Source: an optimization exercise on an open RTL-to-GDS flow (aim: a short achievable clock period and few clock cycles). Production flows keep margins and buffers that such runs may drop. At most, simulation tests tie the RTL to the original design; equivalence was not proved. No activity file was given, so power comes from the tool's default toggle rates.

Design mips_core, start of the top module:
module mips_core #(
    parameter mips_pkg::word_t RESET_PC = 32'h0000_3000
) (
    input  logic       clk,
    input  logic       arst_n,
    output mips_pkg::word_t      i_inst_addr,
    input  mips_pkg::word_t      i_inst_rdata,
    output mips_pkg::word_t      m_data_addr,
    input  mips_pkg::word_t      m_data_rdata,
    output mips_pkg::word_t      m_data_wdata,
    output logic [3:0] m_data_byteen,
    output logic       w_grf_we,
    output mips_pkg::reg_addr_t  w_grf_addr,
    output mips_pkg::word_t      w_grf_wdata,
    output mips_pkg::word_t      w_inst_addr
);
Size in the first run: about 240 I/O pins, about 72,000 µm² of cells after synthesis.
==> flow/config.mk <==
export PLATFORM = sky130hd
export DESIGN_NAME = mips_core
export DESIGN_NICKNAME = mips_core
export VERILOG_FILES = /design/flow/design.v
export SDC_FILE = /design/flow/constraint.sdc
export NUM_CORES = 8
export LEC_CHECK = 0
export CAP_MARGIN = 20
export CORE_MARGIN = 2
export CORE_UTILIZATION = 40
export PLACE_DENSITY = 0.55
export SETUP_SLACK_MARGIN = 5
export SLEW_MARGIN = 20
export SYNTH_HIERARCHICAL = 1
export SYNTH_MINIMUM_KEEP_SIZE = 0
==> flow/constraint.sdc <==
create_clock -name core_clock -period 8.0 [get_ports {clk}]
set_input_delay 1.6000 -clock core_clock [delete_from_list [all_inputs] [get_ports {clk}]]
set_output_delay 1.6000 -clock core_clock [all_outputs]
set_load 0.01 [all_outputs]
standard.sh (not shown) runs the stock make flow with config.mk's settings and CLKGATE_MAP_FILE= SYNTH_SCRIPT=/design/flow/synth_recipe.tcl, a recipe that flattens the netlist after the stock synthesis.
==> flow/flow/run.sh <==
#!/bin/bash
set -euo pipefail
bash standard.sh synth > synth.log 2>&1
bash standard.sh SETUP_SLACK_MARGIN=5.3 MATCH_CELL_FOOTPRINT=0 finish > layout.log 2>&1
Testbench counts at the start, summed over its fixed seeds: cycles 44,413.
Edit:
--- a/flow/design.v
+++ b/flow/design.v
@@ -420,19 +420,18 @@
     mips_pkg::reg_addr_t m_dest;
     logic                m_load;
     logic                m_store;
     mips_pkg::word_t     m_wd;
     mips_pkg::word_t     w_res;
     logic                m_rep;
     logic                rep_m, rep_x;
     mips_pkg::word_t     p_pc;
     mips_pkg::word_t     p_res;
-    mips_pkg::word_t     p_res_d;
     logic                p_we;
     mips_pkg::reg_addr_t p_dest;
     assign i_inst_addr = f_pc_out ^ RESET_PC;
     assign f_pc        = ~f_pc_in ^ RESET_PC;
     assign f_instr     = i_inst_rdata;
     assign f_pc4       = f_pc + 32'd4;
     assign f_pc8       = f_pc + 32'd8;
     mips_decoder u_decoder (
         .instr    (f_instr),
@@ -603,36 +602,31 @@
     assign m_data_addr   = m_addr;
     assign m_data_wdata  = m_wdata;
     assign m_data_byteen = {4{m_store}};
     assign m_wd = m_load ? m_data_rdata : m_res;
     always_ff @(posedge clk) begin
         w_res <= m_wd;
     end
     assign rep_m = m_we & ~m_rep;
     assign rep_x = ~rep_m & x_we & ~x_load;
-    mips_opmux u_rep (
-        .sum (x_sum), .diff (x_diff), .and_y (x_and_y), .or_y (x_or_y), .lt (x_lt),
-        .w1 (m_wd), .w2 ('0), .w3_n ('1),
-        .sel ({2'b00, rep_m, x_ops & {5{~rep_m}}}), .y (p_res_d)
-    );
     always_ff @(posedge clk or negedge arst_n) begin
         if (!arst_n) begin
             p_we  <= 1'b0;
             m_rep <= 1'b0;
         end else begin
             p_we  <= rep_m | rep_x;
             m_rep <= rep_x;
         end
     end
     always_ff @(posedge clk) begin
         p_dest <= rep_m ? m_dest : x_dest;
         p_pc   <= rep_m ? m_pc   : x_pc;
-        p_res  <= p_res_d;
+        p_res  <= rep_m ? m_wd   : x_y;
     end
     assign w_grf_we    = p_we;
     assign w_grf_addr  = p_dest;
     assign w_grf_wdata = p_res;
     assign w_inst_addr = p_pc;
 endmodule
 module mips_npc (
     input  logic            redirect,
     input  mips_pkg::word_t tgt,
Result:
- The changed run finished with antenna rules left
- power falls by 1.5%
- worst setup slack loses 0.12 ns
- die area falls by 1.0%
- final cell count falls by 0.68%
- sequential share of layout area falls by 0.51 points
- area after synthesis falls by 1.0%
- sequential cell count does not change
- wire length falls by 3.3%
- cell area rises by 1.0%
- clock-buffer cell count falls by 3
Testbench counts after the change, summed over its fixed seeds: cycles 44,413.

mips_core, a different RTL version from the one above (not shown whole).
Size in the first run: roughly 5700 cells after synthesis, ~240 I/O pins.
## mips_core
module mips_core #(
    parameter mips_pkg::word_t RESET_PC = 32'h0000_3000
) (
    input  logic       clk,
    input  logic       arst_n,
    output mips_pkg::word_t      i_inst_addr,
    input  mips_pkg::word_t      i_inst_rdata,
    output mips_pkg::word_t      m_data_addr,
    input  mips_pkg::word_t      m_data_rdata,
    output mips_pkg::word_t      m_data_wdata,
    output logic [3:0] m_data_byteen,
    output logic       w_grf_we,
    output mips_pkg::reg_addr_t  w_grf_addr,
    output mips_pkg::word_t      w_grf_wdata,
    output mips_pkg::word_t      w_inst_addr
);
==> module mips_rf_l2, before the edit <==
module mips_rf_l2 (
    input  logic [16*32-1:0] g_n,
    output logic [4*32-1:0]  h_n
);
    always_comb begin
        for (int k = 0; k < 4; k++) begin
            h_n[k*32 +: 32] = g_n[(4*k)*32 +: 32] & g_n[(4*k+1)*32 +: 32]
                            & g_n[(4*k+2)*32 +: 32] & g_n[(4*k+3)*32 +: 32];
        end
    end
endmodule
==> module mips_rf_l3, before the edit <==
module mips_rf_l3 (
    input  logic [4*32-1:0] h_n,
    output mips_pkg::word_t rd_n
);
    assign rd_n = h_n[0 +: 32] & h_n[32 +: 32] & h_n[64 +: 32] & h_n[96 +: 32];
endmodule
==> module mips_rf_mux, before the edit <==
module mips_rf_mux (
    input  logic [31*32-1:0] regs,
    input  logic [31:1]      sel,
    output mips_pkg::word_t  rd_n
);
    logic [16*32-1:0] g_n;
    logic [4*32-1:0]  h_n;
    mips_rf_l1 u_l1 (.regs({regs, 32'd0}), .sel({sel, 1'b0}), .g_n(g_n));
    mips_rf_l2 u_l2 (.g_n(g_n), .h_n(h_n));
    mips_rf_l3 u_l3 (.h_n(h_n), .rd_n(rd_n));
endmodule
Settings: LEC_CHECK=0, CAP_MARGIN=20, CORE_MARGIN=2, CORE_UTILIZATION=40, PLACE_DENSITY=0.55, SETUP_SLACK_MARGIN=5, SLEW_MARGIN=20, SYNTH_HIERARCHICAL=1, SYNTH_MINIMUM_KEEP_SIZE=0; clock period 8.0 ns.
run.sh (not shown) runs the stock make flow with config.mk's settings and CLKGATE_MAP_FILE= SYNTH_SCRIPT=/design/flow/synth_recipe.tcl, a recipe that flattens the netlist after the stock synthesis.
Stock flow here: none of the scripts above is used.
The first run finished clean.
Then changed:
--- a/flow/design.v
+++ b/flow/design.v
@@ -252,35 +252,42 @@
                               | ({32{sel[2*k+1]}} & regs[(2*k+1)*32 +: 32]));
         end
     end
 endmodule
-module mips_rf_l2 (
-    input  logic [16*32-1:0] g_n,
-    output logic [4*32-1:0]  h_n
+module mips_rf_nand2 #(
+    parameter int N = 16
+) (
+    input  logic [N*32-1:0]   a_n,
+    output logic [N/2*32-1:0] y
 );
     always_comb begin
-        for (int k = 0; k < 4; k++) begin
-            h_n[k*32 +: 32] = g_n[(4*k)*32 +: 32] & g_n[(4*k+1)*32 +: 32]
-                            & g_n[(4*k+2)*32 +: 32] & g_n[(4*k+3)*32 +: 32];
-        end
+        for (int k = 0; k < N/2; k++) y[k*32 +: 32] = ~(a_n[(2*k)*32 +: 32] & a_n[(2*k+1)*32 +: 32]);
     end
 endmodule
-module mips_rf_l3 (
-    input  logic [4*32-1:0] h_n,
-    output mips_pkg::word_t rd_n
+module mips_rf_nor2 #(
+    parameter int N = 8
+) (
+    input  logic [N*32-1:0]   a,
+    output logic [N/2*32-1:0] y_n
 );
-    assign rd_n = h_n[0 +: 32] & h_n[32 +: 32] & h_n[64 +: 32] & h_n[96 +: 32];
+    always_comb begin
+        for (int k = 0; k < N/2; k++) y_n[k*32 +: 32] = ~(a[(2*k)*32 +: 32] | a[(2*k+1)*32 +: 32]);
+    end
 endmodule
 module mips_rf_mux (
     input  logic [31*32-1:0] regs,
     input  logic [31:1]      sel,
     output mips_pkg::word_t  rd_n
 );
     logic [16*32-1:0] g_n;
-    logic [4*32-1:0]  h_n;
+    logic [8*32-1:0]  h2;
+    logic [4*32-1:0]  h3_n;
+    logic [2*32-1:0]  h4;
     mips_rf_l1 u_l1 (.regs({regs, 32'd0}), .sel({sel, 1'b0}), .g_n(g_n));
-    mips_rf_l2 u_l2 (.g_n(g_n), .h_n(h_n));
-    mips_rf_l3 u_l3 (.h_n(h_n), .rd_n(rd_n));
+    mips_rf_nand2 #(.N(16)) u_l2 (.a_n(g_n), .y(h2));
+    mips_rf_nor2  #(.N(8))  u_l3 (.a(h2), .y_n(h3_n));
+    mips_rf_nand2 #(.N(4))  u_l4 (.a_n(h3_n), .y(h4));
+    mips_rf_nor2  #(.N(2))  u_l5 (.a(h4), .y_n(rd_n));
 endmodule
 module mips_regfile (
     input  logic                clk,
     input  logic                arst_n,
The changed run produced a clean layout.
Cell area went up by 1.1%.
Synthesized area went up by 1.2%.
Wire length went up by 3.1%.
Total power went down by 0.61%.
Core utilization barely changes.
Setup slack improves by 0.089 ns.
Clock-buffer cell count went up by 5.
Function was not checked in any run of this note: the RTL went through the layout flow alone.

Another version of the RTL of mips_core (not shown whole).
Size: roughly 6600 cells after synthesis, about 240 I/O pins, roughly 75000 µm² of cells after synthesis.
==> module mips_rf_l1, before the edit <==
module mips_rf_l1 (
    input  logic [32*32-1:0] regs,    
    input  logic [31:0]      sel_lo,  
    input  logic [31:0]      sel_hi,  
    output logic [16*32-1:0] g_n
);
    always_comb begin
        for (int k = 0; k < 16; k++) begin
            g_n[k*32 +: 16] = ~(({16{sel_lo[2*k]}}   & regs[(2*k)*32        +: 16])
                              | ({16{sel_lo[2*k+1]}} & regs[(2*k+1)*32      +: 16]));
            g_n[k*32+16 +: 16] = ~(({16{sel_hi[2*k]}}   & regs[(2*k)*32+16   +: 16])
                                 | ({16{sel_hi[2*k+1]}} & regs[(2*k+1)*32+16 +: 16]));
        end
    end
endmodule
==> module mips_rf_mux, before the edit <==
module mips_rf_mux (
    input  logic [31*32-1:0] regs,
    input  logic [31:1]      sel_lo,
    input  logic [31:1]      sel_hi,
    output mips_pkg::word_t  rd_n
);
    logic [16*32-1:0] g_n;
    logic [8*32-1:0]  h2;
    logic [4*32-1:0]  h3_n;
    logic [2*32-1:0]  h4;
    mips_rf_l1 u_l1 (.regs({regs, 32'd0}), .sel_lo({sel_lo, 1'b0}), .sel_hi({sel_hi, 1'b0}), .g_n(g_n));
    mips_rf_nand2 #(.N(16)) u_l2 (.a_n(g_n), .y(h2));
    mips_rf_nor2  #(.N(8))  u_l3 (.a(h2), .y_n(h3_n));
    mips_rf_nand2 #(.N(4))  u_l4 (.a_n(h3_n), .y(h4));
    mips_rf_nor2  #(.N(2))  u_l5 (.a(h4), .y_n(rd_n));
endmodule
==> module mips_regfile, before the edit <==
module mips_regfile (
    input  logic                clk,
    input  logic                arst_n,
    input  mips_pkg::reg_addr_t ra1,
    input  mips_pkg::reg_addr_t ra2,
    input  logic                we,
    input  mips_pkg::reg_addr_t wa,
    input  mips_pkg::word_t     wd,
    output mips_pkg::word_t     rd1_n,
    output mips_pkg::word_t     rd2_n
);
    logic [31*32-1:0] regs;
    logic [31:1]      valid;
    logic [31:1]      sel1_lo, sel1_hi, sel2_lo, sel2_hi;
    always_ff @(posedge clk or negedge arst_n) begin
        if (!arst_n) begin
            valid <= '0;
        end else if (we) begin
            for (int i = 1; i < 32; i++) begin
                if (wa == i[4:0]) valid[i] <= 1'b1;
            end
        end
    end
    always_ff @(posedge clk) begin
        if (we) begin
            for (int i = 1; i < 32; i++) begin
                if (wa == i[4:0]) regs[(i-1)*32 +: 32] <= wd;
            end
        end
    end
    mips_rf_dec u_dec1l (.ra(ra1), .valid(valid), .sel(sel1_lo));
    mips_rf_dec u_dec1h (.ra(ra1), .valid(valid), .sel(sel1_hi));
    mips_rf_dec u_dec2l (.ra(ra2), .valid(valid), .sel(sel2_lo));
    mips_rf_dec u_dec2h (.ra(ra2), .valid(valid), .sel(sel2_hi));
    mips_rf_mux u_mux1 (.regs(regs), .sel_lo(sel1_lo), .sel_hi(sel1_hi), .rd_n(rd1_n));
    mips_rf_mux u_mux2 (.regs(regs), .sel_lo(sel2_lo), .sel_hi(sel2_hi), .rd_n(rd2_n));
endmodule
Settings: LEC_CHECK=0, CAP_MARGIN=20, CORE_MARGIN=2, CORE_UTILIZATION=40, PLACE_DENSITY=0.55, SETUP_SLACK_MARGIN=5, SLEW_MARGIN=20, SYNTH_HIERARCHICAL=1, SYNTH_MINIMUM_KEEP_SIZE=0; clock period 8.0 ns.
Rerun with:
--- a/flow/design.v
+++ b/flow/design.v
@@ -241,20 +241,17 @@
         for (int i = 1; i < 32; i++) sel[i] = hi[i >> 3] & lo[i & 7] & valid[i];
     end
 endmodule
 module mips_rf_l1 (
     input  logic [32*32-1:0] regs,    
-    input  logic [31:0]      sel_lo,  
-    input  logic [31:0]      sel_hi,  
+    input  logic [31:0]      sel,
     output logic [16*32-1:0] g_n
 );
     always_comb begin
         for (int k = 0; k < 16; k++) begin
-            g_n[k*32 +: 16] = ~(({16{sel_lo[2*k]}}   & regs[(2*k)*32        +: 16])
-                              | ({16{sel_lo[2*k+1]}} & regs[(2*k+1)*32      +: 16]));
-            g_n[k*32+16 +: 16] = ~(({16{sel_hi[2*k]}}   & regs[(2*k)*32+16   +: 16])
-                                 | ({16{sel_hi[2*k+1]}} & regs[(2*k+1)*32+16 +: 16]));
+            g_n[k*32 +: 32] = ~(({32{sel[2*k]}}   & regs[(2*k)*32   +: 32])
+                              | ({32{sel[2*k+1]}} & regs[(2*k+1)*32 +: 32]));
         end
     end
 endmodule
 module mips_rf_nand2 #(
     parameter int N = 16
@@ -276,19 +273,18 @@
         for (int k = 0; k < N/2; k++) y_n[k*32 +: 32] = ~(a[(2*k)*32 +: 32] | a[(2*k+1)*32 +: 32]);
     end
 endmodule
 module mips_rf_mux (
     input  logic [31*32-1:0] regs,
-    input  logic [31:1]      sel_lo,
-    input  logic [31:1]      sel_hi,
+    input  logic [31:1]      sel,
     output mips_pkg::word_t  rd_n
 );
     logic [16*32-1:0] g_n;
     logic [8*32-1:0]  h2;
     logic [4*32-1:0]  h3_n;
     logic [2*32-1:0]  h4;
-    mips_rf_l1 u_l1 (.regs({regs, 32'd0}), .sel_lo({sel_lo, 1'b0}), .sel_hi({sel_hi, 1'b0}), .g_n(g_n));
+    mips_rf_l1 u_l1 (.regs({regs, 32'd0}), .sel({sel, 1'b0}), .g_n(g_n));
     mips_rf_nand2 #(.N(16)) u_l2 (.a_n(g_n), .y(h2));
     mips_rf_nor2  #(.N(8))  u_l3 (.a(h2), .y_n(h3_n));
     mips_rf_nand2 #(.N(4))  u_l4 (.a_n(h3_n), .y(h4));
     mips_rf_nor2  #(.N(2))  u_l5 (.a(h4), .y_n(rd_n));
 endmodule
@@ -303,11 +299,11 @@
     output mips_pkg::word_t     rd1_n,
     output mips_pkg::word_t     rd2_n
 );
     logic [31*32-1:0] regs;
     logic [31:1]      valid;
-    logic [31:1]      sel1_lo, sel1_hi, sel2_lo, sel2_hi;
+    logic [31:1]      sel1, sel2;
     always_ff @(posedge clk or negedge arst_n) begin
         if (!arst_n) begin
             valid <= '0;
         end else if (we) begin
             for (int i = 1; i < 32; i++) begin
@@ -320,16 +316,14 @@
             for (int i = 1; i < 32; i++) begin
                 if (wa == i[4:0]) regs[(i-1)*32 +: 32] <= wd;
             end
         end
     end
-    mips_rf_dec u_dec1l (.ra(ra1), .valid(valid), .sel(sel1_lo));
-    mips_rf_dec u_dec1h (.ra(ra1), .valid(valid), .sel(sel1_hi));
-    mips_rf_dec u_dec2l (.ra(ra2), .valid(valid), .sel(sel2_lo));
-    mips_rf_dec u_dec2h (.ra(ra2), .valid(valid), .sel(sel2_hi));
-    mips_rf_mux u_mux1 (.regs(regs), .sel_lo(sel1_lo), .sel_hi(sel1_hi), .rd_n(rd1_n));
-    mips_rf_mux u_mux2 (.regs(regs), .sel_lo(sel2_lo), .sel_hi(sel2_hi), .rd_n(rd2_n));
+    mips_rf_dec u_dec1 (.ra(ra1), .valid(valid), .sel(sel1));
+    mips_rf_dec u_dec2 (.ra(ra2), .valid(valid), .sel(sel2));
+    mips_rf_mux u_mux1 (.regs(regs), .sel(sel1), .rd_n(rd1_n));
+    mips_rf_mux u_mux2 (.regs(regs), .sel(sel2), .rd_n(rd2_n));
 endmodule
 `default_nettype wire
 `timescale 1ns/1ps
 `default_nettype none
 module mips_hazard_unit (
Non-clock buffer count came out lower by 11.
Design area came out lower by about 4%.
Utilization came out higher by 0.35 points.
Worst setup slack is better by 0.10 ns.
Clock skew came out higher by 0.0044 ns.
Total power came out lower by about 3%.
Die area came out lower by about 5%.
Testbench counts after the change, summed over its fixed seeds: cycles 44,413.
Function not checked in the first run of this note: the RTL went through the layout flow alone.

==> afterwards: timing with drivers on the ports <==
How much do the figures lean on ideal ports? The routed layouts below were timed once more, with nothing changed but the port constraints. Step 1 assumes that a clkbuf_16 drives the clock port and a buf_2 every other input. Step 2 also shifts input and output timing later by t, the mid clock arrival at the registers, as if the neighbouring blocks saw the same clock. a / b / c = no drivers / after step 1 / after step 2; a / b = the first two.
run	t, ns	setup WS [ns]	worst data-port slew with drivers (ns)	pins driven straight from the clock port
the first run of note 1	0.924	4.999 / 4.903 / 4.133	0.22	1
the second run of note 1	0.929	4.880 / 4.880 / 4.052	0.16	1
the first run of note 2	0.883	4.887 / 4.841 / 4.047	0.12	1
the second run of note 2	0.921	4.976 / 4.908 / 4.078	0.11	1
the first run of note 3	0.923	4.768 / 4.768 / 4.050	0.09	1
the second run of note 3	0.894	4.872 / 4.887 / 4.029	0.05	1
For the second run of note 2, which loses most, drivers alone change the setup slack by -0.068 ns; drivers and shift together by -0.898 ns.
